Background: an optimization exercise with open tools, aiming at small area, a short achievable clock period and few clock cycles per item. Do not read the settings as production practice. In this exercise RTL edits were held to simulation tests only and were not proved equivalent to the original. Power is estimated from default activity; no workload was simulated.

Setup of maple:
Design ela_stream_deinterlacer, start of the top module:
module ela_stream_deinterlacer #(
  parameter int unsigned IMG_W  = 128,
  parameter int unsigned IMG_H  = 64,
  parameter int unsigned PIX_W  = 8,
  parameter int unsigned ADDR_W = 13
) (
  input  logic              clk,
  input  logic              rst,
  input  logic              ready,
  input  logic [1:0]        mode,
  input  logic [PIX_W-1:0]  in_data,
  output logic              req,
  output logic              wen,
  output logic [ADDR_W-1:0] addr,
  output logic [PIX_W-1:0]  data_wr,
  output logic              busy,
  output logic              done
);
Size: about 3900 cells after synthesis, about 2300 flip-flops, roughly 0.057 sq mm of cells after synthesis.
export LEC_CHECK = 0
export CAP_MARGIN = 20
export CORE_MARGIN = 2
export CORE_UTILIZATION = 70
export CTS_BUF_LIST = sky130_fd_sc_hd__clkbuf_16
export CTS_CLUSTER_DIAMETER = 55
export CTS_CLUSTER_SIZE = 26
export SLEW_MARGIN = 20
create_clock -name core_clock -period 12.0 [get_ports {clk}]
standard.sh (not shown) runs the stock make flow with config.mk's settings and CLKGATE_MAP_FILE= SYNTH_SCRIPT=/design/flow/synth_recipe.tcl, a recipe that flattens the netlist after the stock synthesis.
==> flow/flow/run.sh <==
#!/bin/bash
set -euo pipefail
MARGIN=$(cat flow/margin.txt 2>/dev/null || echo 8)
bash standard.sh SETUP_SLACK_MARGIN="$MARGIN" \
  "BUFFER_PORTS_ARGS=-buffer_cell sky130_fd_sc_hd__buf_2" finish > flow_make.log 2>&1
==> flow/flow/margin.txt <==
8.6
Testbench counts of maple, summed over its fixed seeds: cycles 262,400, frames 32.
> inputs changed (maple -> pine)
-- flow/design.v --
<<< maple, line 20
  localparam int unsigned NW  = IMG_W;           
  localparam int unsigned TP  = NW - 3;          
  localparam int unsigned TI  = 0;               
  localparam int unsigned SA  = TP;              
  localparam int unsigned NI  = 66;              
>>> pine, line 20
  localparam int unsigned NW  = IMG_W;           
  localparam int unsigned TP  = NW - 3;          
  localparam int unsigned TI  = NW - 1;          
  localparam int unsigned SA  = TP;              
  localparam int unsigned NI  = 66;              
<<< maple, line 37
  logic       arr_q;
  logic [PW-1:0] in_q;
  logic       reqwant, committed, bad0, ins_l1, ins_l2;
  logic       req_i;         
  logic       lastw;         
>>> pine, line 37
  logic       arr_q;
  logic [PW-1:0] in_q;
  logic       reqwant, committed, bad0, ins_last;
  logic       req_i;         
  logic       lastw;         
<<< maple, line 58
  logic [PW*QN-1:0] qf;
  logic [QB:0]      wp, rp;
  logic          v1, pas1, cpy1, ela1;
  logic [PW-1:0] df1, df2, df3;
  function automatic logic [PW:0] padd(input logic [PW-1:0] a, input logic [PW-1:0] b,
                                       input logic ci);
>>> pine, line 58
  logic [PW*QN-1:0] qf;
  logic [QB:0]      wp, rp;
  logic          v1, ela1;
  logic [PW-1:0] a1, s1a, s3a, df1, df2, df3;
  function automatic logic [PW:0] padd(input logic [PW-1:0] a, input logic [PW-1:0] b,
                                       input logic ci);
<<< maple, line 117
  assign ev_l  = (st == S_L) && phase_ok && ok_q;
  assign ev    = ev_x | ev_b | ev_l;
  assign ins   = ((ev_x | ev_b) && (col >= 7'd2)) || ins_l1 || ins_l2;
  assign item  = arr_q | ev_b | ev_l;
  assign a0ins = arr_q && (rin == 5'd0);
>>> pine, line 117
  assign ev_l  = (st == S_L) && phase_ok && ok_q;
  assign ev    = ev_x | ev_b | ev_l;
  assign ins   = ((ev_x | ev_b) && (col != 7'd0)) || ins_last;
  assign item  = arr_q | ev_b | ev_l;
  assign a0ins = arr_q && (rin == 5'd0);
<<< maple, line 149
  always_ff @(posedge clk) begin
    for (int i = 0; i < NW; i++) begin
      if (i == TI && ins)
        frg[PW*i +: PW] <= rrg[PW*(TP+2) +: PW];    
      else if (i == 0)
        frg[PW*i +: PW] <= frg[PW*(NW-1) +: PW];
      else if (i == SA && a0ins)
        frg[PW*i +: PW] <= in_q;
>>> pine, line 149
  always_ff @(posedge clk) begin
    for (int i = 0; i < NW; i++) begin
      if (i == 0)
        frg[PW*i +: PW] <= frg[PW*(NW-1) +: PW];
      else if (i == TI && ins)
        frg[PW*i +: PW] <= dm1;
      else if (i == SA && a0ins)
        frg[PW*i +: PW] <= in_q;
<<< maple, line 177
  end
  always_ff @(posedge clk) begin
    pas1 <= arr_q;
    cpy1 <= ev_l || (mode_q == 2'd2);
    ela1 <= ev_b && (mode_q == 2'd1) && (col != 7'd0) && (col != 7'd127);
    df1  <= absdiff(um1, dp1);
    df2  <= absdiff(uc, dc);
    df3  <= absdiff(up1, dm1);
  end
  logic [PW-1:0] um1s, ucs, up1s, dm1s, dcs, dp1s;
  assign up1s = frg[PW*TP +: PW];
  assign ucs  = frg[PW*(TP+1) +: PW];
  assign um1s = frg[PW*(TP+2) +: PW];
  assign dp1s = rrg[PW*TP +: PW];
  assign dcs  = rrg[PW*(TP+1) +: PW];
  assign dm1s = rrg[PW*(TP+2) +: PW];
  logic [PW-1:0] res, rd;
  always_comb begin
    if (pas1) res = in_qq;
    else if (cpy1) res = ucs;
    else if (ela1 && !(le(df2, df1) && le(df2, df3)))
      res = le(df1, df3) ? avg2(um1s, dp1s) : avg2(up1s, dm1s);
    else res = avg2(ucs, dcs);
    rd = qf[PW-1:0];
    for (int i = 1; i < QN; i++) begin
>>> pine, line 177
  end
  always_ff @(posedge clk) begin
    if (arr_q) a1 <= in_q;
    else if (ev_l || (mode_q == 2'd2)) a1 <= uc;
    else a1 <= avg2(uc, dc);
    ela1 <= ev_b && (mode_q == 2'd1) && (col != 7'd0) && (col != 7'd127);
    df1  <= absdiff(um1, dp1);
    df2  <= absdiff(uc, dc);
    df3  <= absdiff(up1, dm1);
    s1a  <= avg2(um1, dp1);
    s3a  <= avg2(up1, dm1);
  end
  logic [PW-1:0] res, rd;
  always_comb begin
    res = a1;
    if (ela1 && !(le(df2, df1) && le(df2, df3))) res = le(df1, df3) ? s1a : s3a;
    rd = qf[PW-1:0];
    for (int i = 1; i < QN; i++) begin
<<< maple, line 231
      committed <= 1'b0;
      bad0      <= 1'b0;
      ins_l1    <= 1'b0;
      ins_l2    <= 1'b0;
      col       <= '0;
      dph       <= '0;
>>> pine, line 224
      committed <= 1'b0;
      bad0      <= 1'b0;
      ins_last  <= 1'b0;
      col       <= '0;
      dph       <= '0;
<<< maple, line 266
        if (kin == 7'd127) deliv <= 1'b0;
      end
      if (deliv && !ready && (kin != 7'd0) && (rin == 5'd0)) bad0 <= 1'b1;
      v1  <= item;
      cnt   <= cnt_n;
>>> pine, line 258
        if (kin == 7'd127) deliv <= 1'b0;
      end
      if (deliv && !ready && (rin == 5'd0)) bad0 <= 1'b1;
      v1  <= item;
      cnt   <= cnt_n;
<<< maple, line 283
      ph0 <= (dph_n == 7'd0);
      if (ev) col <= col + 1'b1;
      ins_l1 <= (ev_x || ev_b) && (col == 7'd127);
      ins_l2 <= ins_l1;
      case (st)
        S_INIT: begin
>>> pine, line 275
      ph0 <= (dph_n == 7'd0);
      if (ev) col <= col + 1'b1;
      ins_last <= (ev_x || ev_b) && (col == 7'd127);
      case (st)
        S_INIT: begin
## What came out
pine: all stages complete, timing, DRC and antenna checks passed. From maple to pine the numbers moved as follows: detailed-placement wirelength estimate up about 1.4%, clock group share of total power lower, global-route usage saw an increase, height of the chip up 0.35%, synthesized-area fraction occupied by xor and xnor cells stayed essentially flat. [compare] base=maple new=pine: peak per-stage delay on the critical path ~0 delta; utilization ~0 delta; final non-filler cell area +210 sq um; total area of multi-input combinational cells -about 2.7%; die area +about 0.7%. ~same number of filler cells placed in the layout in maple and pine. pine consumes more power than maple does. Looking at post-synthesis compound-gate area fraction, pine sits below maple. Worst hold slack, maple and pine: higher on pine.
Testbench counts of pine, summed over its fixed seeds: cycles 262,400, frames 32.

==> re-timing with driven ports <==
Ports are ideal in the flow. The routed layouts listed here were re-timed in OpenROAD. Step 1 assumes that a clkbuf_16 drives the clock port and a buf_2 every other input. Step 2 moves the port delays by t, midway between the first and last clock arrival at a register: inputs arrive t later, outputs are due t later. That takes back most of the time a late clock gives input paths. Slacks: no drivers / after step 1 / after step 2; pairs: no drivers / after step 1.
| run | t, ns | setup slack, ns | worst setup path at the end | clock arrival spread, ns | worst data-port slew with drivers (ns) |
|---|---|---|---|---|---|
| maple | 0.778 | 8.426 / 8.356 / 7.982 | input to register | 0.080 / 0.081 | 0.04 |
| pine | 0.769 | 8.445 / 8.377 / 7.942 | input to register | 0.042 / 0.042 | 0.05 |
After both steps every run listed still meets setup and hold. For pine, which loses most, drivers alone change the setup slack by -0.068 ns; drivers and shift together by -0.503 ns.
